From an optimization exercise on the open Yosys and OpenROAD flow, aimed at small area, a short achievable clock period and few clock cycles; shortcuts taken in it are not production practice. Only simulation tests tie the RTL to the original design; equivalence was not proved. Power is estimated from default activity; no workload was simulated.

==> design/flow/flow/run.sh <==
#!/bin/bash
# The standard layout, with repair_timing aiming well past the 10 ns clock so that the
# resizer sizes gates and buffers for the period this design can reach, and a plain buffer
# (not a delay cell) on each port. Constraints unchanged.
set -euo pipefail
MARGIN=$(cat flow/margin.txt)
bash standard.sh SETUP_SLACK_MARGIN=$MARGIN "BUFFER_PORTS_ARGS=-buffer_cell sky130_fd_sc_hd__buf_2" finish > standard_flow.log 2>&1
==> design/flow/flow/margin.txt <==
7.05
==> design/flow/standard.sh <==
#!/bin/bash
# synth_recipe.tcl (not shown) runs the flow's synth.tcl, then flattens the netlist and writes it again
# the make line also repeats each setting of config.mk as NAME=value (left out here)
make -C /OpenROAD-flow-scripts/flow DESIGN_CONFIG=/design/flow/config.mk WORK_HOME=/design/flow/orfs CLKGATE_MAP_FILE= SYNTH_SCRIPT=/design/flow/synth_recipe.tcl "${@:-finish}"
==> design/flow/config.mk <==
export PLATFORM = sky130hd
export DESIGN_NAME = rms_level_meter_peak_hold
export DESIGN_NICKNAME = rms_level_meter_peak_hold
export VERILOG_FILES = /design/flow/design.v
export SDC_FILE = /design/flow/constraint.sdc
export NUM_CORES = 4
export LEC_CHECK = 0
export ABC_CLOCK_PERIOD_IN_PS = 3000
export CAP_MARGIN = 20
export CORE_MARGIN = 2
export CORE_UTILIZATION = 40
export CTS_BUF_LIST = sky130_fd_sc_hd__clkbuf_16
export CTS_CLUSTER_DIAMETER = 100
export CTS_CLUSTER_SIZE = 30
export SLEW_MARGIN = 20
export SYNTH_HIERARCHICAL = 1
==> design/flow/constraint.sdc <==
create_clock -name core_clock -period 10.0 [get_ports {i_clk}]
set_input_delay 2.0000 -clock core_clock [delete_from_list [all_inputs] [get_ports {i_clk}]]
set_output_delay 2.0000 -clock core_clock [all_outputs]
set_load 0.01 [all_outputs]
==> design/flow/design.v <==
`timescale 1ns / 1ps
package rlm_pkg;
    localparam int RLM_MAX_FRAMES = 256;
    localparam int SAMPLE_W = 16;
    localparam int LEVEL_W  = 7;
    localparam int SUM_W = 39;
endpackage
`timescale 1ns / 1ps
module rlm_ctrl (
    input  logic        i_clk,
    input  logic        i_rst_n,
    input  logic        i_load,
    input  logic [38:0] i_as,
    input  logic [32:0] i_ac,
    input  logic [7:0]  i_nm1,
    input  logic        i_out_ready,
    output logic        o_busy,
    output logic        o_fin,
    output logic        o_valid,
    output logic [6:0]  o_level,
    output logic [6:0]  o_result
);
    logic [4:0]  r_cnt;     
    logic        r_busy;
    logic        r_mul;
    logic        r_dig;     
    logic        r_div;
    logic        r_sqrt;
    logic        r_fin;     
    logic        r_ov;      
    logic [39:0] r_r;
    logic [9:0]  r_c;
    logic        r_cf;      
    logic [32:0] r_rc;      
    logic        r_ca;      
    logic [1:0]  r_dg;      
    logic [6:0]  r_lvl;     
    wire [2:0] w_ds  = {1'b0, r_r[1:0]} + {1'b0, r_rc[1:0]} + {2'd0, r_ca};
    wire [1:0] w_dig = r_dg;
    wire [2:0] w_lo  = {1'b0, w_dig} + {1'b0, r_c[1:0]} + {2'd0, r_cf};
    wire [9:0] w_k   = (w_dig == 2'd0) ? 10'd0 : (w_dig == 2'd1) ? 10'd156 :
                       (w_dig == 2'd2) ? 10'd312 : 10'd468;
    wire [9:0] w_cn  = w_k + {2'd0, r_c[9:2]};
    wire [8:0]  w_a   = r_div ? {r_r[39:32], r_r[31]} : {1'b0, r_r[39:32]};
    wire [8:0]  w_b   = r_div ? {1'b0, i_nm1} : {2'b00, r_c[6:0]};
    wire        w_bin = r_div | (r_r[31:30] == 2'b00);
    wire [9:0]  w_d   = {1'b0, w_a} - {1'b0, w_b} - {9'd0, w_bin};
    wire        w_ge  = ~w_d[9];
    wire [7:0]  w_pdiv = w_ge ? w_d[7:0] : w_a[7:0];
    wire [7:0]  w_psq  = w_ge ? {w_d[5:0], r_r[31:30] - 2'd1} : {r_r[37:32], r_r[31:30]};
    wire w_last = (r_cnt == 5'd0);
    always_ff @(posedge i_clk) begin
        if (!i_rst_n) begin
            r_busy <= 1'b0;
            r_mul  <= 1'b0;
            r_div  <= 1'b0;
            r_sqrt <= 1'b0;
            r_fin  <= 1'b0;
            r_ov   <= 1'b0;
        end else if (i_load) begin
            r_busy <= 1'b1;
            r_mul  <= 1'b1;
            r_div  <= 1'b0;
            r_sqrt <= 1'b0;
            r_fin  <= 1'b0;
            r_ov   <= 1'b0;
        end else begin
            if (r_ov & i_out_ready) begin
                r_busy <= 1'b0;
                r_ov   <= 1'b0;
            end
            if (r_fin) begin
                r_ov <= 1'b1;
            end
            r_fin <= w_last & r_sqrt;
            if (r_fin) begin
                r_lvl <= r_c[6:0];
            end
            if (w_last) begin
                r_mul  <= 1'b0;
                r_div  <= r_mul;
                r_sqrt <= r_div;
            end
        end
    end
    always_ff @(posedge i_clk) begin
        if (i_load) begin
            r_cnt   <= 5'd24;
            r_dg    <= 2'd0;
            r_dig   <= 1'b1;
            r_r     <= {1'b0, i_as};
            r_rc    <= i_ac;
            r_ca    <= 1'b0;
            r_c     <= 10'd0;
            r_cf    <= 1'b0;
        end else begin
            r_cnt   <= w_last ? (r_mul ? 5'd13 : 5'd6) : r_cnt - 5'd1;
            if (r_cnt == 5'd5) begin
                r_dig <= 1'b0;
            end
            r_dg <= r_dig ? w_ds[1:0] : 2'd0;
            r_rc       <= {2'b00, r_rc[32:2]};
            r_ca       <= w_ds[2];
            r_cf       <= w_lo[2];
            r_r[17:0]  <= r_r[19:2];
            if (r_div) begin
                r_r[39:32] <= w_last ? 8'd0 : w_pdiv;
                r_r[31:18] <= {r_r[30:18], w_ge};
            end else if (r_sqrt) begin
                r_r[39:32] <= w_psq;
                r_r[31:18] <= {r_r[29:18], 2'b00};
            end else begin
                r_r[39:18] <= {w_lo[1:0], r_r[39:20]};
            end
            if (r_mul) begin
                r_c <= w_cn;
            end else if (r_sqrt) begin
                r_c[6:0] <= {r_c[5:0], w_ge};
            end
        end
    end
    assign o_busy  = r_busy;
    assign o_fin   = r_fin;
    assign o_valid = r_ov;
    assign o_level = r_lvl;
    assign o_result = r_c[6:0];
endmodule
`timescale 1ns / 1ps
module rlm_mag (
    input  logic [15:0] i_sample,
    output logic [14:0] o_mag
);
    logic [14:0] w_low;
    always_comb begin
        w_low[0] = 1'b0;
        for (int k = 1; k < 15; k++) begin
            w_low[k] = w_low[k-1] | i_sample[k-1];
        end
    end
    assign o_mag = i_sample[14:0] ^ ({15{i_sample[15]}} & w_low);
endmodule
module rlm_fa (
    input  logic i_a,
    input  logic i_b,
    input  logic i_c,
    output logic o_s,
    output logic o_c
);
    assign o_s = i_a ^ i_b ^ i_c;
    assign o_c = (i_a & i_b) | (i_a & i_c) | (i_b & i_c);
endmodule
module rlm_ha (
    input  logic i_a,
    input  logic i_b,
    output logic o_s,
    output logic o_c
);
    assign o_s = i_a ^ i_b;
    assign o_c = i_a & i_b;
endmodule
`timescale 1ns / 1ps
module rms_level_meter_peak_hold #(
    parameter int MAX_FRAMES = rlm_pkg::RLM_MAX_FRAMES
) (
    input  logic                                i_clk,
    input  logic                                i_rst_n,
    input  logic                                i_in_valid,
    output logic                                o_in_ready,
    input  logic signed [rlm_pkg::SAMPLE_W-1:0] i_sample,
    input  logic                                i_last_sample,
    output logic                                o_out_valid,
    input  logic                                i_out_ready,
    output logic [rlm_pkg::LEVEL_W-1:0]         o_level,
    output logic [rlm_pkg::LEVEL_W-1:0]         o_peak_level
);
    logic          r_rdy;      
    logic [7:0]    r_cnt;      
    logic [7:0]    r_ncap;     
    logic [14:0]   r_z;        
    logic          r_s;        
    logic          r_v;        
    logic          r_cl;       
    logic          r_done;     
    logic          r_xfer;     
    logic          r_zero;     
    logic [30:0]   r_as;       
    logic [30:0]   r_ac;
    logic [1:0]    r_co;       
    logic [7:0]    r_hi;       
    logic [6:0]    r_pk;
    wire       w_busy;
    wire       w_fin;
    wire       w_ov;
    wire [6:0] w_level;
    wire [6:0] w_result;
    wire w_full    = ~r_cl & ((r_v & (r_cnt == 8'd254)) | (~r_v & (r_cnt == 8'd255)));
    wire w_take_in = i_in_valid & r_rdy & i_rst_n;
    wire w_close   = w_take_in & (i_last_sample | w_full);
    wire w_block   = r_cl | r_done | w_busy;
    wire w_unblock = r_xfer & ~r_cl;
    wire w_ncap_ld = (r_cl & r_rdy) | (w_unblock & ~r_rdy);
    wire w_busy_n  = r_xfer | (w_busy & ~(w_ov & i_out_ready));
    wire w_done_n  = r_cl | (r_done & ~r_xfer);
    always_ff @(posedge i_clk) begin
        if (!i_rst_n) begin
            r_rdy  <= 1'b1;
            r_cnt  <= 8'd0;
            r_v    <= 1'b0;
            r_cl   <= 1'b0;
            r_done <= 1'b0;
            r_xfer <= 1'b0;
            r_zero <= 1'b1;
        end else begin
            if (r_rdy) begin
                r_rdy <= ~(w_close & w_block);
            end else begin
                r_rdy <= w_unblock;
            end
            if (w_ncap_ld) begin
                r_cnt <= 8'd0;
            end else if (r_v & ~r_cl) begin
                r_cnt <= r_cnt + 8'd1;
            end
            r_v    <= w_take_in;
            r_cl   <= w_close;
            r_done <= w_done_n;
            r_xfer <= w_done_n & ~w_busy_n;
            r_zero <= w_done_n & ~w_busy_n;
        end
    end
    always_ff @(posedge i_clk) begin
        if (w_ncap_ld) begin
            r_ncap <= r_cnt;
        end
    end
    wire [14:0] w_mag;
    rlm_mag u_mag (
        .i_sample (i_sample),
        .o_mag    (w_mag)
    );
    always_ff @(posedge i_clk) begin
        r_z   <= w_take_in ? w_mag : 15'd0;
        r_s   <= w_take_in & i_sample[15];
    end
    wire [30:0] w_as;
    wire [30:0] w_ac;
    wire [1:0]  w_co;
    wire [14:0] w_cz   = r_z;
    wire        w_cz15 = r_s & ~(|r_z);
    wire [30:0] w_cas  = r_as & {31{~r_zero}};
    wire [30:0] w_cac  = r_ac & {31{~r_zero}};
    wire c0 = w_cz[1] & ~w_cz[0];
    wire c1 = w_cz[0] & w_cz[2];
    wire c2 = w_cz[0] & w_cz[1];
    wire c3 = w_cz[0] & w_cz[3];
    wire c4 = w_cz[2] & ~w_cz[1];
    wire c5 = w_cz[0] & w_cz[4];
    wire c6 = w_cz[1] & w_cz[3];
    wire c7 = w_cz[1] & w_cz[2];
    wire c8 = w_cz[0] & w_cz[5];
    wire c9 = w_cz[1] & w_cz[4];
    wire c10 = w_cz[3] & ~w_cz[2];
    wire c11 = w_cz[0] & w_cz[6];
    wire c12 = w_cz[1] & w_cz[5];
    wire c13 = w_cz[2] & w_cz[4];
    wire c14 = w_cz[2] & w_cz[3];
    wire c15 = w_cz[0] & w_cz[7];
    wire c16 = w_cz[1] & w_cz[6];
    wire c17 = w_cz[2] & w_cz[5];
    wire c18 = w_cz[4] & ~w_cz[3];
    wire c19 = w_cz[0] & w_cz[8];
    wire c20 = w_cz[1] & w_cz[7];
    wire c21 = w_cz[2] & w_cz[6];
    wire c22 = w_cz[3] & w_cz[5];
    wire c23 = w_cz[3] & w_cz[4];
    wire c24 = w_cz[0] & w_cz[9];
    wire c25 = w_cz[1] & w_cz[8];
    wire c26 = w_cz[2] & w_cz[7];
    wire c27 = w_cz[3] & w_cz[6];
    wire c28 = w_cz[5] & ~w_cz[4];
    wire c29 = w_cz[0] & w_cz[10];
    wire c30 = w_cz[1] & w_cz[9];
    wire c31 = w_cz[2] & w_cz[8];
    wire c32 = w_cz[3] & w_cz[7];
    wire c33 = w_cz[4] & w_cz[6];
    wire c34 = w_cz[4] & w_cz[5];
    wire c35 = w_cz[0] & w_cz[11];
    wire c36 = w_cz[1] & w_cz[10];
    wire c37 = w_cz[2] & w_cz[9];
    wire c38 = w_cz[3] & w_cz[8];
    wire c39 = w_cz[4] & w_cz[7];
    wire c40 = w_cz[6] & ~w_cz[5];
    wire c41 = w_cz[0] & w_cz[12];
    wire c42 = w_cz[1] & w_cz[11];
    wire c43 = w_cz[2] & w_cz[10];
    wire c44 = w_cz[3] & w_cz[9];
    wire c45 = w_cz[4] & w_cz[8];
    wire c46 = w_cz[5] & w_cz[7];
    wire c47 = w_cz[5] & w_cz[6];
    wire c48 = w_cz[0] & w_cz[13];
    wire c49 = w_cz[1] & w_cz[12];
    wire c50 = w_cz[2] & w_cz[11];
    wire c51 = w_cz[3] & w_cz[10];
    wire c52 = w_cz[4] & w_cz[9];
    wire c53 = w_cz[5] & w_cz[8];
    wire c54 = w_cz[7] & ~w_cz[6];
    wire c55 = w_cz[0] & w_cz[14];
    wire c56 = w_cz[1] & w_cz[13];
    wire c57 = w_cz[2] & w_cz[12];
    wire c58 = w_cz[3] & w_cz[11];
    wire c59 = w_cz[4] & w_cz[10];
    wire c60 = w_cz[5] & w_cz[9];
    wire c61 = w_cz[6] & (w_cz[7] ^ w_cz[8]);
    wire c62 = w_cz[1] & w_cz[14];
    wire c63 = w_cz[2] & w_cz[13];
    wire c64 = w_cz[3] & w_cz[12];
    wire c65 = w_cz[4] & w_cz[11];
    wire c66 = w_cz[5] & w_cz[10];
    wire c67 = w_cz[6] & w_cz[9];
    wire c68 = w_cz[8] & (~w_cz[7] | w_cz[6]);
    wire c69 = w_cz[2] & w_cz[14];
    wire c70 = w_cz[3] & w_cz[13];
    wire c71 = w_cz[4] & w_cz[12];
    wire c72 = w_cz[5] & w_cz[11];
    wire c73 = w_cz[6] & w_cz[10];
    wire c74 = w_cz[7] & w_cz[9];
    wire c75 = w_cz[7] & w_cz[8];
    wire c76 = w_cz[3] & w_cz[14];
    wire c77 = w_cz[4] & w_cz[13];
    wire c78 = w_cz[5] & w_cz[12];
    wire c79 = w_cz[6] & w_cz[11];
    wire c80 = w_cz[7] & w_cz[10];
    wire c81 = w_cz[9] & ~w_cz[8];
    wire c82 = w_cz[4] & w_cz[14];
    wire c83 = w_cz[5] & w_cz[13];
    wire c84 = w_cz[6] & w_cz[12];
    wire c85 = w_cz[7] & w_cz[11];
    wire c86 = w_cz[8] & w_cz[10];
    wire c87 = w_cz[8] & w_cz[9];
    wire c88 = w_cz[5] & w_cz[14];
    wire c89 = w_cz[6] & w_cz[13];
    wire c90 = w_cz[7] & w_cz[12];
    wire c91 = w_cz[8] & w_cz[11];
    wire c92 = w_cz[10] & ~w_cz[9];
    wire c93 = w_cz[6] & w_cz[14];
    wire c94 = w_cz[7] & w_cz[13];
    wire c95 = w_cz[8] & w_cz[12];
    wire c96 = w_cz[9] & w_cz[11];
    wire c97 = w_cz[9] & w_cz[10];
    wire c98 = w_cz[7] & w_cz[14];
    wire c99 = w_cz[8] & w_cz[13];
    wire c100 = w_cz[9] & w_cz[12];
    wire c101 = w_cz[11] & ~w_cz[10];
    wire c102 = w_cz[8] & w_cz[14];
    wire c103 = w_cz[9] & w_cz[13];
    wire c104 = w_cz[10] & w_cz[12];
    wire c105 = w_cz[10] & w_cz[11];
    wire c106 = w_cz[9] & w_cz[14];
    wire c107 = w_cz[10] & w_cz[13];
    wire c108 = w_cz[12] & ~w_cz[11];
    wire c109 = w_cz[10] & w_cz[14];
    wire c110 = w_cz[11] & w_cz[13];
    wire c111 = w_cz[11] & w_cz[12];
    wire c112 = w_cz[11] & w_cz[14];
    wire c113 = w_cz[13] & ~w_cz[12];
    wire c114 = w_cz[12] & w_cz[14];
    wire c115 = w_cz[12] & w_cz[13];
    wire c116 = w_cz[14] & ~w_cz[13];
    wire c117 = w_cz[13] & w_cz[14];
    wire c118, c119;
    rlm_ha u_c118 (.i_a(c19), .i_b(c20), .o_s(c118), .o_c(c119));
    wire c120, c121;
    rlm_fa u_c120 (.i_a(c24), .i_b(c25), .i_c(c26), .o_s(c120), .o_c(c121));
    wire c122, c123;
    rlm_fa u_c122 (.i_a(c29), .i_b(c30), .i_c(c31), .o_s(c122), .o_c(c123));
    wire c124, c125;
    rlm_ha u_c124 (.i_a(c32), .i_b(c33), .o_s(c124), .o_c(c125));
    wire c126, c127;
    rlm_fa u_c126 (.i_a(c35), .i_b(c36), .i_c(c37), .o_s(c126), .o_c(c127));
    wire c128, c129;
    rlm_fa u_c128 (.i_a(c38), .i_b(c39), .i_c(c40), .o_s(c128), .o_c(c129));
    wire c130, c131;
    rlm_fa u_c130 (.i_a(c41), .i_b(c42), .i_c(c43), .o_s(c130), .o_c(c131));
    wire c132, c133;
    rlm_fa u_c132 (.i_a(c44), .i_b(c45), .i_c(c46), .o_s(c132), .o_c(c133));
    wire c134, c135;
    rlm_ha u_c134 (.i_a(c47), .i_b(w_cas[13]), .o_s(c134), .o_c(c135));
    wire c136, c137;
    rlm_fa u_c136 (.i_a(c48), .i_b(c49), .i_c(c50), .o_s(c136), .o_c(c137));
    wire c138, c139;
    rlm_fa u_c138 (.i_a(c51), .i_b(c52), .i_c(c53), .o_s(c138), .o_c(c139));
    wire c140, c141;
    rlm_fa u_c140 (.i_a(c54), .i_b(w_cas[14]), .i_c(w_cac[14]), .o_s(c140), .o_c(c141));
    wire c142, c143;
    rlm_fa u_c142 (.i_a(c55), .i_b(c56), .i_c(c57), .o_s(c142), .o_c(c143));
    wire c144, c145;
    rlm_fa u_c144 (.i_a(c58), .i_b(c59), .i_c(c60), .o_s(c144), .o_c(c145));
    wire c146, c147;
    rlm_fa u_c146 (.i_a(c61), .i_b(w_cas[15]), .i_c(w_cac[15]), .o_s(c146), .o_c(c147));
    wire c148, c149;
    rlm_fa u_c148 (.i_a(c62), .i_b(c63), .i_c(c64), .o_s(c148), .o_c(c149));
    wire c150, c151;
    rlm_fa u_c150 (.i_a(c65), .i_b(c66), .i_c(c67), .o_s(c150), .o_c(c151));
    wire c152, c153;
    rlm_fa u_c152 (.i_a(c68), .i_b(w_cas[16]), .i_c(w_cac[16]), .o_s(c152), .o_c(c153));
    wire c154, c155;
    rlm_fa u_c154 (.i_a(c69), .i_b(c70), .i_c(c71), .o_s(c154), .o_c(c155));
    wire c156, c157;
    rlm_fa u_c156 (.i_a(c72), .i_b(c73), .i_c(c74), .o_s(c156), .o_c(c157));
    wire c158, c159;
    rlm_fa u_c158 (.i_a(c75), .i_b(w_cas[17]), .i_c(w_cac[17]), .o_s(c158), .o_c(c159));
    wire c160, c161;
    rlm_fa u_c160 (.i_a(c76), .i_b(c77), .i_c(c78), .o_s(c160), .o_c(c161));
    wire c162, c163;
    rlm_fa u_c162 (.i_a(c79), .i_b(c80), .i_c(c81), .o_s(c162), .o_c(c163));
    wire c164, c165;
    rlm_ha u_c164 (.i_a(w_cas[18]), .i_b(w_cac[18]), .o_s(c164), .o_c(c165));
    wire c166, c167;
    rlm_fa u_c166 (.i_a(c82), .i_b(c83), .i_c(c84), .o_s(c166), .o_c(c167));
    wire c168, c169;
    rlm_fa u_c168 (.i_a(c85), .i_b(c86), .i_c(c87), .o_s(c168), .o_c(c169));
    wire c170, c171;
    rlm_ha u_c170 (.i_a(w_cas[19]), .i_b(w_cac[19]), .o_s(c170), .o_c(c171));
    wire c172, c173;
    rlm_fa u_c172 (.i_a(c88), .i_b(c89), .i_c(c90), .o_s(c172), .o_c(c173));
    wire c174, c175;
    rlm_fa u_c174 (.i_a(c91), .i_b(c92), .i_c(w_cas[20]), .o_s(c174), .o_c(c175));
    wire c176, c177;
    rlm_fa u_c176 (.i_a(c93), .i_b(c94), .i_c(c95), .o_s(c176), .o_c(c177));
    wire c178, c179;
    rlm_ha u_c178 (.i_a(c96), .i_b(c97), .o_s(c178), .o_c(c179));
    wire c180, c181;
    rlm_fa u_c180 (.i_a(c98), .i_b(c99), .i_c(c100), .o_s(c180), .o_c(c181));
    wire c182, c183;
    rlm_ha u_c182 (.i_a(c102), .i_b(c103), .o_s(c182), .o_c(c183));
    wire c184, c185;
    rlm_ha u_c184 (.i_a(c5), .i_b(c6), .o_s(c184), .o_c(c185));
    wire c186, c187;
    rlm_fa u_c186 (.i_a(c8), .i_b(c9), .i_c(c10), .o_s(c186), .o_c(c187));
    wire c188, c189;
    rlm_fa u_c188 (.i_a(c11), .i_b(c12), .i_c(c13), .o_s(c188), .o_c(c189));
    wire c190, c191;
    rlm_ha u_c190 (.i_a(c14), .i_b(w_cas[7]), .o_s(c190), .o_c(c191));
    wire c192, c193;
    rlm_fa u_c192 (.i_a(c15), .i_b(c16), .i_c(c17), .o_s(c192), .o_c(c193));
    wire c194, c195;
    rlm_fa u_c194 (.i_a(c18), .i_b(w_cas[8]), .i_c(w_cac[8]), .o_s(c194), .o_c(c195));
    wire c196, c197;
    rlm_fa u_c196 (.i_a(c118), .i_b(c21), .i_c(c22), .o_s(c196), .o_c(c197));
    wire c198, c199;
    rlm_fa u_c198 (.i_a(c23), .i_b(w_cas[9]), .i_c(w_cac[9]), .o_s(c198), .o_c(c199));
    wire c200, c201;
    rlm_fa u_c200 (.i_a(c119), .i_b(c120), .i_c(c27), .o_s(c200), .o_c(c201));
    wire c202, c203;
    rlm_fa u_c202 (.i_a(c28), .i_b(w_cas[10]), .i_c(w_cac[10]), .o_s(c202), .o_c(c203));
    wire c204, c205;
    rlm_fa u_c204 (.i_a(c121), .i_b(c122), .i_c(c124), .o_s(c204), .o_c(c205));
    wire c206, c207;
    rlm_fa u_c206 (.i_a(c34), .i_b(w_cas[11]), .i_c(w_cac[11]), .o_s(c206), .o_c(c207));
    wire c208, c209;
    rlm_fa u_c208 (.i_a(c123), .i_b(c125), .i_c(c126), .o_s(c208), .o_c(c209));
    wire c210, c211;
    rlm_fa u_c210 (.i_a(c128), .i_b(w_cas[12]), .i_c(w_cac[12]), .o_s(c210), .o_c(c211));
    wire c212, c213;
    rlm_fa u_c212 (.i_a(c127), .i_b(c129), .i_c(c130), .o_s(c212), .o_c(c213));
    wire c214, c215;
    rlm_fa u_c214 (.i_a(c132), .i_b(c134), .i_c(w_cac[13]), .o_s(c214), .o_c(c215));
    wire c216, c217;
    rlm_fa u_c216 (.i_a(c131), .i_b(c133), .i_c(c135), .o_s(c216), .o_c(c217));
    wire c218, c219;
    rlm_fa u_c218 (.i_a(c136), .i_b(c138), .i_c(c140), .o_s(c218), .o_c(c219));
    wire c220, c221;
    rlm_fa u_c220 (.i_a(c137), .i_b(c139), .i_c(c141), .o_s(c220), .o_c(c221));
    wire c222, c223;
    rlm_fa u_c222 (.i_a(c142), .i_b(c144), .i_c(c146), .o_s(c222), .o_c(c223));
    wire c224, c225;
    rlm_fa u_c224 (.i_a(c143), .i_b(c145), .i_c(c147), .o_s(c224), .o_c(c225));
    wire c226, c227;
    rlm_fa u_c226 (.i_a(c148), .i_b(c150), .i_c(c152), .o_s(c226), .o_c(c227));
    wire c228, c229;
    rlm_fa u_c228 (.i_a(c149), .i_b(c151), .i_c(c153), .o_s(c228), .o_c(c229));
    wire c230, c231;
    rlm_fa u_c230 (.i_a(c154), .i_b(c156), .i_c(c158), .o_s(c230), .o_c(c231));
    wire c232, c233;
    rlm_fa u_c232 (.i_a(c155), .i_b(c157), .i_c(c159), .o_s(c232), .o_c(c233));
    wire c234, c235;
    rlm_fa u_c234 (.i_a(c160), .i_b(c162), .i_c(c164), .o_s(c234), .o_c(c235));
    wire c236, c237;
    rlm_fa u_c236 (.i_a(c161), .i_b(c163), .i_c(c165), .o_s(c236), .o_c(c237));
    wire c238, c239;
    rlm_fa u_c238 (.i_a(c166), .i_b(c168), .i_c(c170), .o_s(c238), .o_c(c239));
    wire c240, c241;
    rlm_fa u_c240 (.i_a(c167), .i_b(c169), .i_c(c171), .o_s(c240), .o_c(c241));
    wire c242, c243;
    rlm_fa u_c242 (.i_a(c172), .i_b(c174), .i_c(w_cac[20]), .o_s(c242), .o_c(c243));
    wire c244, c245;
    rlm_fa u_c244 (.i_a(c173), .i_b(c175), .i_c(c176), .o_s(c244), .o_c(c245));
    wire c246, c247;
    rlm_fa u_c246 (.i_a(c178), .i_b(w_cas[21]), .i_c(w_cac[21]), .o_s(c246), .o_c(c247));
    wire c248, c249;
    rlm_fa u_c248 (.i_a(c177), .i_b(c179), .i_c(c180), .o_s(c248), .o_c(c249));
    wire c250, c251;
    rlm_fa u_c250 (.i_a(c101), .i_b(w_cas[22]), .i_c(w_cac[22]), .o_s(c250), .o_c(c251));
    wire c252, c253;
    rlm_fa u_c252 (.i_a(c181), .i_b(c182), .i_c(c104), .o_s(c252), .o_c(c253));
    wire c254, c255;
    rlm_fa u_c254 (.i_a(c105), .i_b(w_cas[23]), .i_c(w_cac[23]), .o_s(c254), .o_c(c255));
    wire c256, c257;
    rlm_fa u_c256 (.i_a(c183), .i_b(c106), .i_c(c107), .o_s(c256), .o_c(c257));
    wire c258, c259;
    rlm_fa u_c258 (.i_a(c108), .i_b(w_cas[24]), .i_c(w_cac[24]), .o_s(c258), .o_c(c259));
    wire c260, c261;
    rlm_fa u_c260 (.i_a(c109), .i_b(c110), .i_c(c111), .o_s(c260), .o_c(c261));
    wire c262, c263;
    rlm_ha u_c262 (.i_a(w_cas[25]), .i_b(w_cac[25]), .o_s(c262), .o_c(c263));
    wire c264, c265;
    rlm_fa u_c264 (.i_a(c112), .i_b(c113), .i_c(w_cas[26]), .o_s(c264), .o_c(c265));
    wire c266, c267;
    rlm_ha u_c266 (.i_a(c114), .i_b(c115), .o_s(c266), .o_c(c267));
    wire c268, c269;
    rlm_ha u_c268 (.i_a(c1), .i_b(c2), .o_s(c268), .o_c(c269));
    wire c270, c271;
    rlm_fa u_c270 (.i_a(c3), .i_b(c4), .i_c(w_cas[4]), .o_s(c270), .o_c(c271));
    wire c272, c273;
    rlm_fa u_c272 (.i_a(c184), .i_b(c7), .i_c(w_cas[5]), .o_s(c272), .o_c(c273));
    wire c274, c275;
    rlm_fa u_c274 (.i_a(c185), .i_b(c186), .i_c(w_cas[6]), .o_s(c274), .o_c(c275));
    wire c276, c277;
    rlm_fa u_c276 (.i_a(c187), .i_b(c188), .i_c(c190), .o_s(c276), .o_c(c277));
    wire c278, c279;
    rlm_fa u_c278 (.i_a(c189), .i_b(c191), .i_c(c192), .o_s(c278), .o_c(c279));
    wire c280, c281;
    rlm_fa u_c280 (.i_a(c193), .i_b(c195), .i_c(c196), .o_s(c280), .o_c(c281));
    wire c282, c283;
    rlm_fa u_c282 (.i_a(c197), .i_b(c199), .i_c(c200), .o_s(c282), .o_c(c283));
    wire c284, c285;
    rlm_fa u_c284 (.i_a(c201), .i_b(c203), .i_c(c204), .o_s(c284), .o_c(c285));
    wire c286, c287;
    rlm_fa u_c286 (.i_a(c205), .i_b(c207), .i_c(c208), .o_s(c286), .o_c(c287));
    wire c288, c289;
    rlm_fa u_c288 (.i_a(c209), .i_b(c211), .i_c(c212), .o_s(c288), .o_c(c289));
    wire c290, c291;
    rlm_fa u_c290 (.i_a(c213), .i_b(c215), .i_c(c216), .o_s(c290), .o_c(c291));
    wire c292, c293;
    rlm_fa u_c292 (.i_a(c217), .i_b(c219), .i_c(c220), .o_s(c292), .o_c(c293));
    wire c294, c295;
    rlm_fa u_c294 (.i_a(c221), .i_b(c223), .i_c(c224), .o_s(c294), .o_c(c295));
    wire c296, c297;
    rlm_fa u_c296 (.i_a(c225), .i_b(c227), .i_c(c228), .o_s(c296), .o_c(c297));
    wire c298, c299;
    rlm_fa u_c298 (.i_a(c229), .i_b(c231), .i_c(c232), .o_s(c298), .o_c(c299));
    wire c300, c301;
    rlm_fa u_c300 (.i_a(c233), .i_b(c235), .i_c(c236), .o_s(c300), .o_c(c301));
    wire c302, c303;
    rlm_fa u_c302 (.i_a(c237), .i_b(c239), .i_c(c240), .o_s(c302), .o_c(c303));
    wire c304, c305;
    rlm_fa u_c304 (.i_a(c241), .i_b(c243), .i_c(c244), .o_s(c304), .o_c(c305));
    wire c306, c307;
    rlm_fa u_c306 (.i_a(c245), .i_b(c247), .i_c(c248), .o_s(c306), .o_c(c307));
    wire c308, c309;
    rlm_fa u_c308 (.i_a(c249), .i_b(c251), .i_c(c252), .o_s(c308), .o_c(c309));
    wire c310, c311;
    rlm_fa u_c310 (.i_a(c253), .i_b(c255), .i_c(c256), .o_s(c310), .o_c(c311));
    wire c312, c313;
    rlm_fa u_c312 (.i_a(c257), .i_b(c259), .i_c(c260), .o_s(c312), .o_c(c313));
    wire c314, c315;
    rlm_fa u_c314 (.i_a(c261), .i_b(c263), .i_c(c264), .o_s(c314), .o_c(c315));
    wire c316, c317;
    rlm_fa u_c316 (.i_a(c265), .i_b(c266), .i_c(w_cas[27]), .o_s(c316), .o_c(c317));
    wire c318, c319;
    rlm_fa u_c318 (.i_a(c267), .i_b(c116), .i_c(w_cas[28]), .o_s(c318), .o_c(c319));
    wire c320, c321;
    rlm_ha u_c320 (.i_a(c117), .i_b(w_cas[29]), .o_s(c320), .o_c(c321));
    wire c322, c323;
    rlm_ha u_c322 (.i_a(w_cas[30]), .i_b(w_cac[30]), .o_s(c322), .o_c(c323));
    wire c324, c325;
    rlm_ha u_c324 (.i_a(w_cz[0]), .i_b(w_cas[0]), .o_s(c324), .o_c(c325));
    wire c326, c327;
    rlm_ha u_c326 (.i_a(w_cas[1]), .i_b(w_cac[1]), .o_s(c326), .o_c(c327));
    wire c328, c329;
    rlm_fa u_c328 (.i_a(c0), .i_b(w_cas[2]), .i_c(w_cac[2]), .o_s(c328), .o_c(c329));
    wire c330, c331;
    rlm_fa u_c330 (.i_a(c268), .i_b(w_cas[3]), .i_c(w_cac[3]), .o_s(c330), .o_c(c331));
    wire c332, c333;
    rlm_fa u_c332 (.i_a(c269), .i_b(c270), .i_c(w_cac[4]), .o_s(c332), .o_c(c333));
    wire c334, c335;
    rlm_fa u_c334 (.i_a(c271), .i_b(c272), .i_c(w_cac[5]), .o_s(c334), .o_c(c335));
    wire c336, c337;
    rlm_fa u_c336 (.i_a(c273), .i_b(c274), .i_c(w_cac[6]), .o_s(c336), .o_c(c337));
    wire c338, c339;
    rlm_fa u_c338 (.i_a(c275), .i_b(c276), .i_c(w_cac[7]), .o_s(c338), .o_c(c339));
    wire c340, c341;
    rlm_fa u_c340 (.i_a(c277), .i_b(c278), .i_c(c194), .o_s(c340), .o_c(c341));
    wire c342, c343;
    rlm_fa u_c342 (.i_a(c279), .i_b(c280), .i_c(c198), .o_s(c342), .o_c(c343));
    wire c344, c345;
    rlm_fa u_c344 (.i_a(c281), .i_b(c282), .i_c(c202), .o_s(c344), .o_c(c345));
    wire c346, c347;
    rlm_fa u_c346 (.i_a(c283), .i_b(c284), .i_c(c206), .o_s(c346), .o_c(c347));
    wire c348, c349;
    rlm_fa u_c348 (.i_a(c285), .i_b(c286), .i_c(c210), .o_s(c348), .o_c(c349));
    wire c350, c351;
    rlm_fa u_c350 (.i_a(c287), .i_b(c288), .i_c(c214), .o_s(c350), .o_c(c351));
    wire c352, c353;
    rlm_fa u_c352 (.i_a(c289), .i_b(c290), .i_c(c218), .o_s(c352), .o_c(c353));
    wire c354, c355;
    rlm_fa u_c354 (.i_a(c291), .i_b(c292), .i_c(c222), .o_s(c354), .o_c(c355));
    wire c356, c357;
    rlm_fa u_c356 (.i_a(c293), .i_b(c294), .i_c(c226), .o_s(c356), .o_c(c357));
    wire c358, c359;
    rlm_fa u_c358 (.i_a(c295), .i_b(c296), .i_c(c230), .o_s(c358), .o_c(c359));
    wire c360, c361;
    rlm_fa u_c360 (.i_a(c297), .i_b(c298), .i_c(c234), .o_s(c360), .o_c(c361));
    wire c362, c363;
    rlm_fa u_c362 (.i_a(c299), .i_b(c300), .i_c(c238), .o_s(c362), .o_c(c363));
    wire c364, c365;
    rlm_fa u_c364 (.i_a(c301), .i_b(c302), .i_c(c242), .o_s(c364), .o_c(c365));
    wire c366, c367;
    rlm_fa u_c366 (.i_a(c303), .i_b(c304), .i_c(c246), .o_s(c366), .o_c(c367));
    wire c368, c369;
    rlm_fa u_c368 (.i_a(c305), .i_b(c306), .i_c(c250), .o_s(c368), .o_c(c369));
    wire c370, c371;
    rlm_fa u_c370 (.i_a(c307), .i_b(c308), .i_c(c254), .o_s(c370), .o_c(c371));
    wire c372, c373;
    rlm_fa u_c372 (.i_a(c309), .i_b(c310), .i_c(c258), .o_s(c372), .o_c(c373));
    wire c374, c375;
    rlm_fa u_c374 (.i_a(c311), .i_b(c312), .i_c(c262), .o_s(c374), .o_c(c375));
    wire c376, c377;
    rlm_fa u_c376 (.i_a(c313), .i_b(c314), .i_c(w_cac[26]), .o_s(c376), .o_c(c377));
    wire c378, c379;
    rlm_fa u_c378 (.i_a(c315), .i_b(c316), .i_c(w_cac[27]), .o_s(c378), .o_c(c379));
    wire c380, c381;
    rlm_fa u_c380 (.i_a(c317), .i_b(c318), .i_c(w_cac[28]), .o_s(c380), .o_c(c381));
    wire c382, c383;
    rlm_fa u_c382 (.i_a(c319), .i_b(c320), .i_c(w_cac[29]), .o_s(c382), .o_c(c383));
    wire c384, c385;
    rlm_fa u_c384 (.i_a(c321), .i_b(c322), .i_c(w_cz15), .o_s(c384), .o_c(c385));
    assign w_as[0] = c324;
    assign w_ac[0] = w_cac[0];
    assign w_as[1] = c325;
    assign w_ac[1] = c326;
    assign w_as[2] = c327;
    assign w_ac[2] = c328;
    assign w_as[3] = c329;
    assign w_ac[3] = c330;
    assign w_as[4] = c331;
    assign w_ac[4] = c332;
    assign w_as[5] = c333;
    assign w_ac[5] = c334;
    assign w_as[6] = c335;
    assign w_ac[6] = c336;
    assign w_as[7] = c337;
    assign w_ac[7] = c338;
    assign w_as[8] = c339;
    assign w_ac[8] = c340;
    assign w_as[9] = c341;
    assign w_ac[9] = c342;
    assign w_as[10] = c343;
    assign w_ac[10] = c344;
    assign w_as[11] = c345;
    assign w_ac[11] = c346;
    assign w_as[12] = c347;
    assign w_ac[12] = c348;
    assign w_as[13] = c349;
    assign w_ac[13] = c350;
    assign w_as[14] = c351;
    assign w_ac[14] = c352;
    assign w_as[15] = c353;
    assign w_ac[15] = c354;
    assign w_as[16] = c355;
    assign w_ac[16] = c356;
    assign w_as[17] = c357;
    assign w_ac[17] = c358;
    assign w_as[18] = c359;
    assign w_ac[18] = c360;
    assign w_as[19] = c361;
    assign w_ac[19] = c362;
    assign w_as[20] = c363;
    assign w_ac[20] = c364;
    assign w_as[21] = c365;
    assign w_ac[21] = c366;
    assign w_as[22] = c367;
    assign w_ac[22] = c368;
    assign w_as[23] = c369;
    assign w_ac[23] = c370;
    assign w_as[24] = c371;
    assign w_ac[24] = c372;
    assign w_as[25] = c373;
    assign w_ac[25] = c374;
    assign w_as[26] = c375;
    assign w_ac[26] = c376;
    assign w_as[27] = c377;
    assign w_ac[27] = c378;
    assign w_as[28] = c379;
    assign w_ac[28] = c380;
    assign w_as[29] = c381;
    assign w_ac[29] = c382;
    assign w_as[30] = c383;
    assign w_ac[30] = c384;
    assign w_co[0] = c323;
    assign w_co[1] = c385;
    always_ff @(posedge i_clk) begin
        r_as  <= w_as;
        r_ac  <= w_ac;
        r_co  <= w_co;
        r_hi  <= r_zero ? 8'd0 : r_hi + {7'd0, r_co[0]} + {7'd0, r_co[1]};
    end
    rlm_ctrl u_lvl (
        .i_clk   (i_clk),
        .i_rst_n (i_rst_n),
        .i_load  (r_xfer),
        .i_as    ({r_hi, r_as}),
        .i_ac    ({r_co[0] & r_co[1], r_co[0] ^ r_co[1], r_ac}),
        .i_nm1   (r_ncap),
        .i_out_ready (i_out_ready),
        .o_busy  (w_busy),
        .o_fin   (w_fin),
        .o_valid (w_ov),
        .o_level (w_level),
        .o_result (w_result)
    );
    always_ff @(posedge i_clk) begin
        if (!i_rst_n) begin
            r_pk <= 7'd0;
        end else if (w_fin && (w_result > r_pk)) begin
            r_pk <= w_result;
        end
    end
    assign o_in_ready   = r_rdy;
    assign o_out_valid  = w_ov;
    assign o_level      = w_level;
    assign o_peak_level = r_pk;
endmodule
==> results of run 1 <==
-- stage by stage --
step           setup WS, ns  power, mW  hold slack, ns
3_3_place_gp          6.519      2.119          0.4371
6_report              6.982      2.744          0.4535
2_1_floorplan         6.716      1.910          0.4206
4_1_cts               6.962      2.716          0.4565
3_5_place_dp          6.503      2.132          0.4405
5_1_grt               6.921      2.958          0.4686
-- state kept, by name, indices dropped and copies added (netlist names), 2 cells and up --
signal / cells
u_lvl.r_rc: 33
r_ncap: 8
r_cnt: 8
u_lvl.r_dg: 2
r_pk: 7
r_hi: 8
r_ac: 31
r_z: 15
u_lvl.r_lvl: 7
u_lvl.r_cnt: 5
u_lvl.r_r: 40
r_co: 2
u_lvl.r_c: 10
r_as: 31
-- cells in the mapped netlist (all sizes together), types with 5 or more instances --
| cell type | instances | area (um^2) |
|---|---|---|
| a211oi | 10 | 92.59 |
| a21oi | 38 | 193.9 |
| a32oi | 8 | 70.07 |
| and2 | 126 | 788.3 |
| and3 | 6 | 37.54 |
| buf | 25 | 152.6 |
| clkbuf | 38 | 142.6 |
| dfxtp | 208 | 4164 |
| edfxtp | 15 | 450.4 |
| fa | 126 | 2522 |
| ha | 54 | 675.7 |
| inv | 56 | 210.2 |
| mux2 | 54 | 611.8 |
| mux2i | 30 | 300.3 |
| nand2 | 60 | 225.2 |
| nand2b | 6 | 37.54 |
| nand3 | 11 | 55.05 |
| nor2 | 63 | 239.0 |
| nor2b | 82 | 513.0 |
| nor3 | 9 | 45.04 |
| o21a | 5 | 37.54 |
| o21ai | 38 | 205.2 |
| o31ai | 5 | 37.54 |
| o41ai | 6 | 82.58 |
| or3 | 5 | 31.28 |
| xnor2 | 21 | 183.9 |
| xor2 | 16 | 140.1 |
-- what timing repair did --
| action | CTS | global route |
|---|---|---|
| hold buffers | 0 | 0 |
| cloned | 0 | 1 |
| gates resized for setup | 35 | 26 |
| endpoints found under the setup margin | 49 | 51 |
| pin swaps | 1 | 7 |
| setup buffers | 12 | 7 |
-- metal layers --
| metal | part of all wire [%] | track usage, % | vias to the layer above |
|---|---|---|---|
| met5 | 0 | 0 | - |
| met4 | 1.6 | 3.187 | 0 |
| met3 | 3.2 | 1.564 | 19 |
| met2 | 48 | 25.82 | 115 |
| met1 | 47 | 20.95 | 3824 |
| li1 | - | - | 3876 |
-- cell families (layout without fill, tap and decap cells) --
kind of cell | count (synthesis) | after routing | synth area share, %
compound gates | 138 | 138 | 7.562
mux | 84 | 84 | 7.216
xor+xnor | 37 | 37 | 2.564
flops | 223 | 223 | 36.50
fa+ha+maj | 180 | 180 | 25.30
simple gates | 389 | 390 | 16.86
buf+inv | 119 | 133 | 3.999
-- modules after synthesis (local to each module, per instance) --
module,flip-flops and latches,copies in the design,cell area [um^2],cells inside
rms_level_meter_peak_hold,117,1,4621,466
rlm_ctrl,106,1,5136,532
rlm_fa,0,118,20.02,1
rlm_mag,0,1,321.6,38
rlm_ha,0,16,12.51,1
-- final timing paths --
path / startpoint / slack [ns] / to
worst max register to register: u_lvl.r_div$_SDFFE_PP0N_ / 7.05 / u_lvl.r_r[36]$_DFF_P_
worst min-delay path: u_lvl.r_rc[26]$_DFF_P_ / 0.45 / u_lvl.r_rc[24]$_DFF_P_
worst min register to register: u_lvl.r_rc[26]$_DFF_P_ / 0.45 / u_lvl.r_rc[24]$_DFF_P_
worst max-delay path: u_lvl.r_lvl[1]$_DFFE_PP_ / 6.98 / o_level[1]
-- cell type report --
cell class,instances,share of cell area (%)
clock buffers,13,2.348
well taps,402,3.631
flip-flops and latches,223,33.66
inverters,56,1.517
clock inverters,5,0.4336
multi-input cells,829,55.01
repair buffers,59,3.396
-- power breakdown --
part	switching, mW	internal [mW]	total, mW	leakage (nW)
clock	0.312	0.250	0.563	0.195
combinational	0.548	0.463	1.01	3.92
sequential	0.128	1.04	1.17	1.85
==> metrics.md, run 1 <==
| Metric | Value |
|---|---|
| Post-layout net count | `1382` |
| Maximum buffer depth of the clock tree | `3` |
| Wirelength, routed | `24220 um` |
| Critical path depth in cells | `1` |
| Hpwl dp | `17020 um` |
| Filler cells | `2899` |
| Grt ovf | `0` |
| First-pass GRT wire length | `41260 um` |
| Post-synth EDFFs | `15` |
| Post-synthesis cell type count | `69` |
| Pwr Density | `198.1 nW/um^2` |
| Setup tns final | `0 ns` |
| CTS Root Cell | `clkbuf_16` |
| CP Max Fanout | `1` |
| Row count | `65` |
| Dpl cells | `1549` |
| CTS buffer count | `12` |
| Diode count | `0` |
| Cell Area, Synth | `12640 um^2` |
| Slew HR | `41.59%` |
| Register Area | `4663 um^2` |
| Final setup fails | `0` |
| Largest net degree at the start of global routing | `78` |
| Number of global-route vias before repair | `8151` |
| DR pass1 iterations | `4` |
| I/O Pins | `37` |
| Flops & latches, synth | `223` |
| H-Tree Depth | `1` |
| R2R depth | `11` |
| Leakage | `5.971 nW` |
| CP Cell Sequence | `buf_2` |
| Worst-Margin Slew | `0.8761 ns` |
| Crit path buf inv count | `1` |
| Worst hold path depth | `1` |
| Min Tclk post-route | `3.018 ns` |
| Syn-to-layout area delta | `9.581%` |
| Core area | `31310 um^2` |
| Req. time, crit path | `8.00 ns` |
| Multi-input gate area | `7620 um^2` |
| Vias after detailed routing | `7834` |
| Worst IR Drop VDD | `0.1400 mV` |
| Final instance area | `13850 um^2` |
| Pins over their slew limit | `0` |
| Post-synthesis sequential area ratio | `36.50%` |
| Most frequent cells in the layout | `dfxtp_1 (179), and2_1 (126), fa_1 (124), nor2b_1 (82), nor2_1 (62)` |
| Yosys warnings | `9` |
| Drc violations | `0` |
| Die Area | `33040 um^2` |
| Clock slew at reported path FFs | `0.12 ns` |
| Initial DRC count | `436` |
| Final ANT Viol Nets | `0` |
| DP Area | `13080 um^2` |
| Avg WL per Cell | `15.26 um` |
| Worst Skew | `0.03220 ns` |
| Initial Utilization | `40.37%` |
| Critical Path AT | `1.02 ns` |
| RSZ-0062 raised after global routing | `true` |
| Async set-reset flop share out of synthesis | `0%` |
| Final period utilization | `30.18%` |
| GR Util All Layers | `15.15%` |
| Die Height | `181.8 um` |
| Slowest stage cell, crit path | `edfxtp_1` |
| Share of cells above drive strength 1 | `15.70%` |
| Gate Count Post-Synth | `1170` |
| Kind of critical path | `flip-flop to output port` |
| Antenna violations before repair | `0` |
| Final non-filler cell total | `1587` |
| Clock latency on the worst-skew pair | `0.50 ns` |
| Final hold vios | `0` |
| CP Capture Type | `output port` |
| HP Class | `flip-flop to flip-flop` |
| Vias per Instance | `4.936` |
| CP top delay family | `flip-flops` |
| Status | `timing/DRC/antenna clean` |
| Die W | `181.8 um` |
| CP peak stage delay | `0.38 ns` |
| Port bufs | `36` |
| Main synth FF type | `dfxtp_1` |
| Syn Area/Cell | `10.80 um^2` |
| Synth Net Count | `1371` |
| Clock Sinks | `223` |
| CTS tree | `built` |
| Leading cell type in the layout, fill and taps excluded | `dfxtp_1` |
| Placer congestion estimate | `0.8100` |
| Post-layout util | `44.24%` |
| Worst Setup Start Kind | `flip-flop` |
| Fmax | `331.4 MHz` |
| Max-Cap Viols | `0` |
Testbench counts, summed over its fixed seeds: cycles 32,158.
==> run 2: changes to the inputs <==
==> design/flow/flow/margin.txt (replaced) <==
7.15
==> run 2 against run 1 <==
Effect of this change:
- core utilization grew 1.5 points
- critical path depth is the same
- register-to-register slack better by 0.15 ns
- synthesized cell count is the same
- clock power up 3.9%
- first-iteration DRC count shrank 24%
- flip-flop and latch count is the same
- via count rose by 1.9%
- highest routed layer unchanged
==> metrics.md, run 2 <==
| Metric | Value |
|---|---|
| Diode count | `0 (unchanged)` |
| Synth top area cells | `dfxtp_1 (33%), fa_1 (20%), and2_1 (6.2%)` |
| Initial Utilization | `40.37% (unchanged)` |
| Port bufs | `36 (unchanged)` |
| CP Capture Type | `output port` |
| RR Startpoint | `u_lvl.r_div$_SDFFE_PP0N_` |
| Max-Cap Viols | `0 (unchanged)` |
| Crit path buf inv count | `1 (unchanged)` |
| R2R depth | `11 (unchanged)` |
| CTS Root Cell | `clkbuf_16` |
| Antenna violations before repair | `0 (unchanged)` |
| Most frequent cells in the layout | `dfxtp_1 (178), and2_1 (125), fa_1 (124), nor2b_1 (81), nor2_1 (61)` |
| Worst Skew | `0.04041 ns (+0.008206 ns)` |
| RSZ-0062 raised after global routing | `true` |
| Flop-to-flop setup slack | `7.20 ns (+0.15 ns)` |
| Kind of critical path | `flip-flop to output port` |
| Critical path depth in cells | `1 (unchanged)` |
| Largest register FFs | `40 (unchanged)` |
| HP Class | `flip-flop to flip-flop` |
| GR Util All Layers | `15.34% (+0.19 points)` |
| Final setup fails | `0 (unchanged)` |
| Main synth FF type | `dfxtp_1` |
| CTS buffer count | `13 (+1)` |
| Drc violations | `0 (unchanged)` |
| Pins over their slew limit | `0 (unchanged)` |
| Wirelength, routed | `25130 um (+3.8%)` |
| Final period utilization | `30.38% (+0.21 points)` |
| Slowest stage cell, crit path | `edfxtp_1` |
| Most flop-heavy register | `u_lvl.r_r` |
| Worst Setup SP | `u_lvl.r_lvl[0]$_DFFE_PP_` |
| Worst-Margin Slew | `0.8004 ns (-0.07567 ns)` |
| Cell taking the most area after synthesis | `dfxtp_1` |
| Worst IR Drop VDD | `0.1257 mV (-10%)` |
| Clock latency on the worst-skew pair | `0.49 ns (about the same)` |
| Post-synthesis cell type count | `69 (unchanged)` |
| Flops & latches, synth | `223 (unchanged)` |
| Syn Area/Cell | `10.80 um^2 (unchanged)` |
| Placer congestion estimate | `0.8202 (+1.3%)` |
| Setup crit end | `o_level[0]` |
| Most common cell in the netlist | `dfxtp_1` |
| Min Tclk post-route | `3.038 ns (+0.02068 ns)` |
| Grt ovf | `0 (unchanged)` |
| Status | `timing/DRC/antenna clean` |
| Number of global-route vias before repair | `8286 (+1.7%)` |
| CTS tree | `built` |
| Async set-reset flop share out of synthesis | `0% (unchanged)` |
| Initial DRC count | `333 (-24%)` |
| Avg WL per Cell | `15.71 um (+2.9%)` |
| DR pass1 iterations | `4 (unchanged)` |
| Core area | `31310 um^2 (unchanged)` |
| Most common library cells after synthesis | `dfxtp_1 (208), and2_1 (126), fa_1 (126), nor2b_1 (82), nor2_1 (62)` |
| Setup tns final | `0 ns (unchanged)` |
| Leading cell type in the layout, fill and taps excluded | `dfxtp_1` |
| Share of cells above drive strength 1 | `19.37% (+3.7 points)` |
| CP top delay family | `flip-flops` |
| Slew HR | `46.64% (+5.0 points)` |
| Pwr Density | `207.8 nW/um^2 (+4.9%)` |
| Syn-to-layout area delta | `13.27%` |
| Post-layout net count | `1395 (+0.94%)` |
| Leakage | `6.142 nW (+2.9%)` |
| Post-synthesis sequential area ratio | `36.50% (unchanged)` |
| Clock slew at reported path FFs | `0.12 ns (about the same)` |
| Maximum buffer depth of the clock tree | `3 (unchanged)` |
| Die Height | `181.8 um (unchanged)` |
| I/O Pins | `37 (unchanged)` |
| H-Tree Depth | `1 (unchanged)` |
| CP Max Fanout | `1 (unchanged)` |
| Vias per Instance | `4.989 (+1.1%)` |
| Worst Setup Start Kind | `flip-flop` |
| Cell Area, Synth | `12640 um^2 (unchanged)` |
| Die Area | `33040 um^2 (unchanged)` |
| Post-synth EDFFs | `15 (unchanged)` |
| Synth Net Count | `1371 (unchanged)` |
| Req. time, crit path | `8.00 ns (about the same)` |
| Largest net degree at the start of global routing | `71 (-9.0%)` |
| Die W | `181.8 um (unchanged)` |
| Fmax | `329.1 MHz (-0.68%)` |
| CP Cell Sequence | `buf_2` |
| Hold-fix buffers, CTS | `0 (unchanged)` |
| Area share of the largest cell type after synthesis | `32.94% (unchanged)` |
| Regs by FF count | `u_lvl.r_r (40), u_lvl.r_rc (33)` |
| RR Endpoint | `u_lvl.r_r[36]$_DFF_P_` |
| Clock Sinks | `223 (unchanged)` |
| Hpwl dp | `17030 um (+0.10%)` |
| Row count | `65 (unchanged)` |
| Vias after detailed routing | `7982 (+1.9%)` |
| Critical Path AT | `1.04 ns (+0.02 ns)` |
| Final ANT Viol Nets | `0 (unchanged)` |
| Filler cells | `2845 (-1.9%)` |
| WHS | `0.4451 ns (-0.008323 ns)` |
| Final hold vios | `0 (unchanged)` |
| First-pass GRT wire length | `41660 um (+0.97%)` |
| Yosys warnings | `9 (unchanged)` |
| CP peak stage delay | `0.40 ns (+0.02 ns)` |
| Gate Count Post-Synth | `1170 (unchanged)` |
-- run 2: cell counts after synthesis --
Identical to the previous run, type by type.
-- run 2: cells by family after synthesis --
kind of cell | share of synthesized area, %
and+or+nand+nor | 16.86
adders and majority gates | 25.30
AOI/OAI and AO/OA | 7.562
DFF | 36.50
muxes | 7.216
xor gates and xnor gates | 2.564
buffers and inverters | 3.999
-- run 2: worst min path at each step --
stage	from	to	slack, ns	depth (start not counted)
2_1_floorplan	r_as[18]$_DFF_P_	u_lvl.r_r[18]$_DFF_P_	0.42	2
3_3_place_gp	u_lvl.r_rc[29]$_DFF_P_	u_lvl.r_rc[27]$_DFF_P_	0.44	1
3_5_place_dp	r_as[30]$_DFF_P_	u_lvl.r_r[30]$_DFF_P_	0.44	2
4_1_cts	u_lvl.r_rc[7]$_DFF_P_	u_lvl.r_rc[5]$_DFF_P_	0.45	1
5_1_grt	u_lvl.r_rc[6]$_DFF_P_	u_lvl.r_rc[4]$_DFF_P_	0.45	1
6_report	u_lvl.r_rc[6]$_DFF_P_	u_lvl.r_rc[4]$_DFF_P_	0.45	1
-- run 2: cell type report --
class | instances | area [um^2] | area share (%)
Timing Repair Buffer | 70 | 628.1 | 4.387
Clock buffer | 13 | 325.3 | 2.272
Clock inverter | 6 | 87.58 | 0.6117
Tap cell | 402 | 503.0 | 3.513
Multi-Input combinational cell | 830 | 7895 | 55.14
Inverter | 56 | 210.2 | 1.468
Sequential cell | 223 | 4669 | 32.61
-- run 2: per-layer routing --
| metal | GRT usage (%) | vias up | share of wire, % |
|---|---|---|---|
| met3 | 1.865 | 30 | 3.2 |
| li1 | - | 3906 | - |
| met4 | 3.447 | 0 | 2.2 |
| met2 | 26.54 | 128 | 48 |
| met1 | 20.62 | 3918 | 47 |
| met5 | 0 | - | 0 |
-- run 2: through the flow --
stage / util, % / total power, mW / std cells / setup WS (ns) / cell area, um^2
2_1_floorplan: - / 1.935 / 1170 / 6.716 / 12720
3_3_place_gp: 41.86 / 2.137 / 1548 / 6.131 / 13110
3_5_place_dp: 41.86 / 2.156 / 1548 / 6.454 / 13110
4_1_cts: 44.34 / 2.802 / 1591 / 6.931 / 13880
5_1_grt: 45.73 / 3.183 / 1600 / 6.922 / 14320
6_report: 45.73 / 2.975 / 1600 / 6.962 / 14320
-- run 2: timing repair --
action                                  4_1_cts  5_1_grt
endpoints found under the setup margin       61       45
buffers inserted                             23        7
gates resized for setup                      52       68
gates cloned                                  1        2
pin swaps                                     8       26
-- run 2: where the power goes --
part	internal (mW)	switching [mW]	leakage, nW
sequential	1.05	0.136	1.85
combinational	0.569	0.640	4.08
clock	0.257	0.328	0.203
total	1.87	1.10	6.14
-- run 2: Yosys stat by module (local to each module, per instance) --
module / cell area [um^2] / times used / flops+latches
rlm_ctrl: 5136 / 1 / 106
rlm_mag: 321.6 / 1 / 0
rms_level_meter_peak_hold: 4621 / 1 / 117
rlm_fa: 20.02 / 118 / 0
rlm_ha: 12.51 / 16 / 0
==> run 3: changes to the inputs <==
==> design/flow/flow/margin.txt (replaced) <==
6.9
==> run 3 against run 2 <==
Effect of this change:
- clock-buffer cell count did not move
- clock power shrank 4.6%
- clock skew decreased by 0.012 ns
- sequential share of layout area grew 1.6 points
- sequential power about the same
- critical endpoint unchanged
- wire length fell by 5.6%
- final cell count is 1.6% lower
- first-iteration DRC count grew 22%
- worst hold slack improved by 0.0063 ns
- critical path depth is the same
==> metrics.md, run 3 <==
| Metric | Value |
|---|---|
| Final non-filler cell total | `1574 (-1.6%)` |
| R2R depth | `6 (-5)` |
| Final instance area | `13540 um^2 (-5.4%)` |
| GR Util All Layers | `15.11% (-0.23 points)` |
| Status | `timing/DRC/antenna clean` |
| Crit path buf inv count | `1 (unchanged)` |
| Most Crowded Layer GR | `met2` |
| RR Startpoint | `r_z[8]$_SDFF_PP0_` |
| Routing usage on met3 | `1.665% (-0.20 points)` |
| Cell Area, Synth | `12640 um^2 (unchanged)` |
| Die W | `181.8 um (unchanged)` |
| Port bufs | `36 (unchanged)` |
| Largest register FFs | `40 (unchanged)` |
| Post-layout util | `43.25% (-2.5 points)` |
| Main synth FF type | `dfxtp_1` |
| Slowest stage cell, crit path | `edfxtp_1` |
| CTS buffer count | `12 (-1)` |
| Post-synthesis sequential area ratio | `36.50% (unchanged)` |
| Die Area | `33040 um^2 (unchanged)` |
| DR pass1 iterations | `4 (unchanged)` |
| Die Height | `181.8 um (unchanged)` |
| Maximum buffer depth of the clock tree | `3 (unchanged)` |
| Initial Utilization | `40.37% (unchanged)` |
| First-pass GRT wire length | `40990 um (-1.6%)` |
| Setup tns final | `0 ns (unchanged)` |
| Hold-fix buffers, CTS | `0 (unchanged)` |
| Grt ovf | `0 (unchanged)` |
| Regs by FF count | `u_lvl.r_r (40), u_lvl.r_rc (33)` |
| Worst-Margin Slew | `0.6764 ns (-0.1240 ns)` |
| Final ANT Viol Nets | `0 (unchanged)` |
| Final setup fails | `0 (unchanged)` |
| Most common library cells after synthesis | `dfxtp_1 (208), and2_1 (126), fa_1 (126), nor2b_1 (82), nor2_1 (62)` |
| Clock latency on the worst-skew pair | `0.49 ns (about the same)` |
| Number of global-route vias before repair | `8213 (-0.88%)` |
| Avg WL per Cell | `15.08 um (-4.0%)` |
| Worst Setup SP | `u_lvl.r_lvl[0]$_DFFE_PP_` |
| Vias after detailed routing | `7818 (-2.1%)` |
| Leakage | `5.855 nW (-4.7%)` |
| Drc violations | `0 (unchanged)` |
| CTS Root Cell | `clkbuf_16` |
| Met2 usage | `25.93% (-0.61 points)` |
| Final hold vios | `0 (unchanged)` |
| Area share of the largest cell type after synthesis | `32.94% (unchanged)` |
| Kind of critical path | `flip-flop to output port` |
| Flops & latches, synth | `223 (unchanged)` |
| CTS tree | `built` |
| Slew HR | `54.91% (+8.3 points)` |
| Wirelength, routed | `23730 um (-5.6%)` |
| Synth top area cells | `dfxtp_1 (33%), fa_1 (20%), and2_1 (6.2%)` |
| Req. time, crit path | `8.00 ns (about the same)` |
| CP top delay family | `flip-flops` |
| Antenna violations before repair | `0 (unchanged)` |
| Most frequent cells in the layout | `dfxtp_1 (198), and2_1 (126), fa_1 (126), nor2b_1 (82), nor2_1 (62)` |
| Met1 Use GR | `20.57% (-0.047 points)` |
| Cell taking the most area after synthesis | `dfxtp_1` |
| Clock slew at reported path FFs | `0.12 ns (about the same)` |
| Placer congestion estimate | `0.8222 (+0.24%)` |
| Syn-to-layout area delta | `7.126%` |
| Share of cells above drive strength 1 | `12.29% (-7.1 points)` |
| RR Endpoint | `r_ac[16]$_DFF_P_` |
| RSZ-0062 raised after global routing | `true` |
| Post-layout net count | `1368 (-1.9%)` |
| CP Cell Sequence | `buf_2` |
| Syn Area/Cell | `10.80 um^2 (unchanged)` |
| CP Capture Type | `output port` |
| Row count | `65 (unchanged)` |
| Vias per Instance | `4.967 (-0.44%)` |
| Hpwl dp | `17260 um (+1.3%)` |
| Gate Count Post-Synth | `1170 (unchanged)` |
| Worst IR Drop VDD | `0.1209 mV (-3.8%)` |
| Pwr Density | `196.0 nW/um^2 (-5.7%)` |
| H-Tree Depth | `1 (unchanged)` |
| Fmax | `331.1 MHz (+0.59%)` |
| Max-Cap Viols | `0 (unchanged)` |
| Worst Setup Start Kind | `flip-flop` |
| Leading cell type in the layout, fill and taps excluded | `dfxtp_1` |
| Final period utilization | `30.21% (-0.18 points)` |
| Tot Pwr | `2.655 mW (-11%)` |
| Worst slack, placed | `6.475 ns (+0.02041 ns)` |
| Dpl cells | `1549 (+0.065%)` |
| Post-synth EDFFs | `15 (unchanged)` |
| Yosys warnings | `9 (unchanged)` |
| HP Class | `flip-flop to flip-flop` |
| Critical path depth in cells | `1 (unchanged)` |
| Post-synthesis cell type count | `69 (unchanged)` |
| DP Area | `13070 um^2 (-0.32%)` |
| WHS | `0.4515 ns (+0.006344 ns)` |
| Largest net degree at the start of global routing | `62 (-13%)` |
| CP Max Fanout | `1 (unchanged)` |
| Core area | `31310 um^2 (unchanged)` |
| Min Tclk post-route | `3.021 ns (-0.01770 ns)` |
| Most flop-heavy register | `u_lvl.r_r` |
| Synth Net Count | `1371 (unchanged)` |
| Fin worst setup slack | `6.979 ns (+0.01770 ns)` |
| Most common cell in the netlist | `dfxtp_1` |
| Setup crit end | `o_level[0]` |
| Pins over their slew limit | `0 (unchanged)` |
| I/O Pins | `37 (unchanged)` |
| Diode count | `0 (unchanged)` |
| CP peak stage delay | `0.39 ns (about the same)` |
| Worst Skew | `0.02809 ns (-0.01232 ns)` |
| Clock Sinks | `223 (unchanged)` |
| Critical Path AT | `1.02 ns (-0.02 ns)` |
| Initial DRC count | `407 (+22%)` |
| Async set-reset flop share out of synthesis | `0% (unchanged)` |
| Flop-to-flop setup slack | `6.99 ns (-0.21 ns)` |
## run 3: timing repair
action                     4_1_cts  5_1_grt
buffers inserted                 1        5
gates resized for setup          5       10
pin swaps                        0        0
setup endpoints to repair       24       17
## run 3: layout make-up
| type | count | area (um^2) |
|---|---|---|
| well taps | 402 | 503.0 |
| multi-input cells | 828 | 7530 |
| fillers | 2963 | 17770 |
| clock inverters | 6 | 65.06 |
| inverters | 56 | 210.2 |
| clock buffers | 13 | 325.3 |
| repair buffers | 46 | 274.0 |
| flip-flops and latches | 223 | 4634 |
## run 3: cell families after synthesis
| kind of cell | after synthesis | synth area share (%) |
|---|---|---|
| buf+inv | 119 | 3.999 |
| xor+xnor | 37 | 2.564 |
| simple gates | 389 | 16.86 |
| mux | 84 | 7.216 |
| compound gates | 138 | 7.562 |
| fa+ha+maj | 180 | 25.30 |
| flops | 223 | 36.50 |
## run 3: how the worst min path moves through the flow
stage                                     start                     to  slack (ns)  depth (start not counted)
final                     u_lvl.r_r[12]$_DFF_P_  u_lvl.r_r[10]$_DFF_P_        0.45                          1
after global placement         r_as[19]$_DFF_P_  u_lvl.r_r[19]$_DFF_P_        0.44                          2
after detailed placement       r_as[30]$_DFF_P_  u_lvl.r_r[30]$_DFF_P_        0.44                          2
after CTS                      r_as[30]$_DFF_P_  u_lvl.r_r[30]$_DFF_P_        0.45                          2
after floorplan                r_as[18]$_DFF_P_  u_lvl.r_r[18]$_DFF_P_        0.42                          2
after global routing      u_lvl.r_r[12]$_DFF_P_  u_lvl.r_r[10]$_DFF_P_        0.46                          1
## run 3: per-layer routing
| metal | vias to the layer above | wire length [um] |
|---|---|---|
| met2 | 118 | 11190 |
| met1 | 3823 | 11380 |
| met4 | 0 | 371 |
| met3 | 27 | 795 |
| met5 | - | 0 |
| li1 | 3850 | - |
## run 3: power breakdown
group	leakage, nW	internal, mW	switching (mW)
logic	3.81	0.415	0.509
clock network	0.196	0.249	0.309
registers	1.84	1.04	0.129
## run 3: Yosys stat by module, one instance, submodules excluded
module                     area, um^2  times used  cells
rlm_ctrl                         5136           1    532
rlm_fa                          20.02         118      1
rlm_ha                          12.51          16      1
rlm_mag                         321.6           1     38
rms_level_meter_peak_hold        4621           1    466

==> re-timing with driven ports <==
The results above use ideal ports. As a check the final layouts listed here were re-extracted and re-timed, cells and wires unchanged.
Step 1 sets driving cells, clkbuf_16 on the clock port and buf_2 on the other inputs (assumed; they add their load-dependent delay and slew).
Step 2 times the ports against the registers' clock, not the clock port: input delays grow and output delays shrink by t, the midpoint of the rising clock arrivals with the driver on.
Three values: ideal, step 1, step 2; two values: the first two.
run	shift t [ns]	slack for setup (ns)	hold slack, ns
run 1	0.532	6.982 / 6.935 / 6.516	0.453 / 0.453 / 0.453
run 2	0.520	6.962 / 6.914 / 6.589	0.445 / 0.445 / 0.445
run 3	0.523	6.979 / 6.930 / 6.530	0.451 / 0.451 / 0.451
After both steps every run listed still meets setup and hold. The setup slack of run 1, which loses most, moves by -0.047 ns with the drivers and by -0.466 ns with both steps.
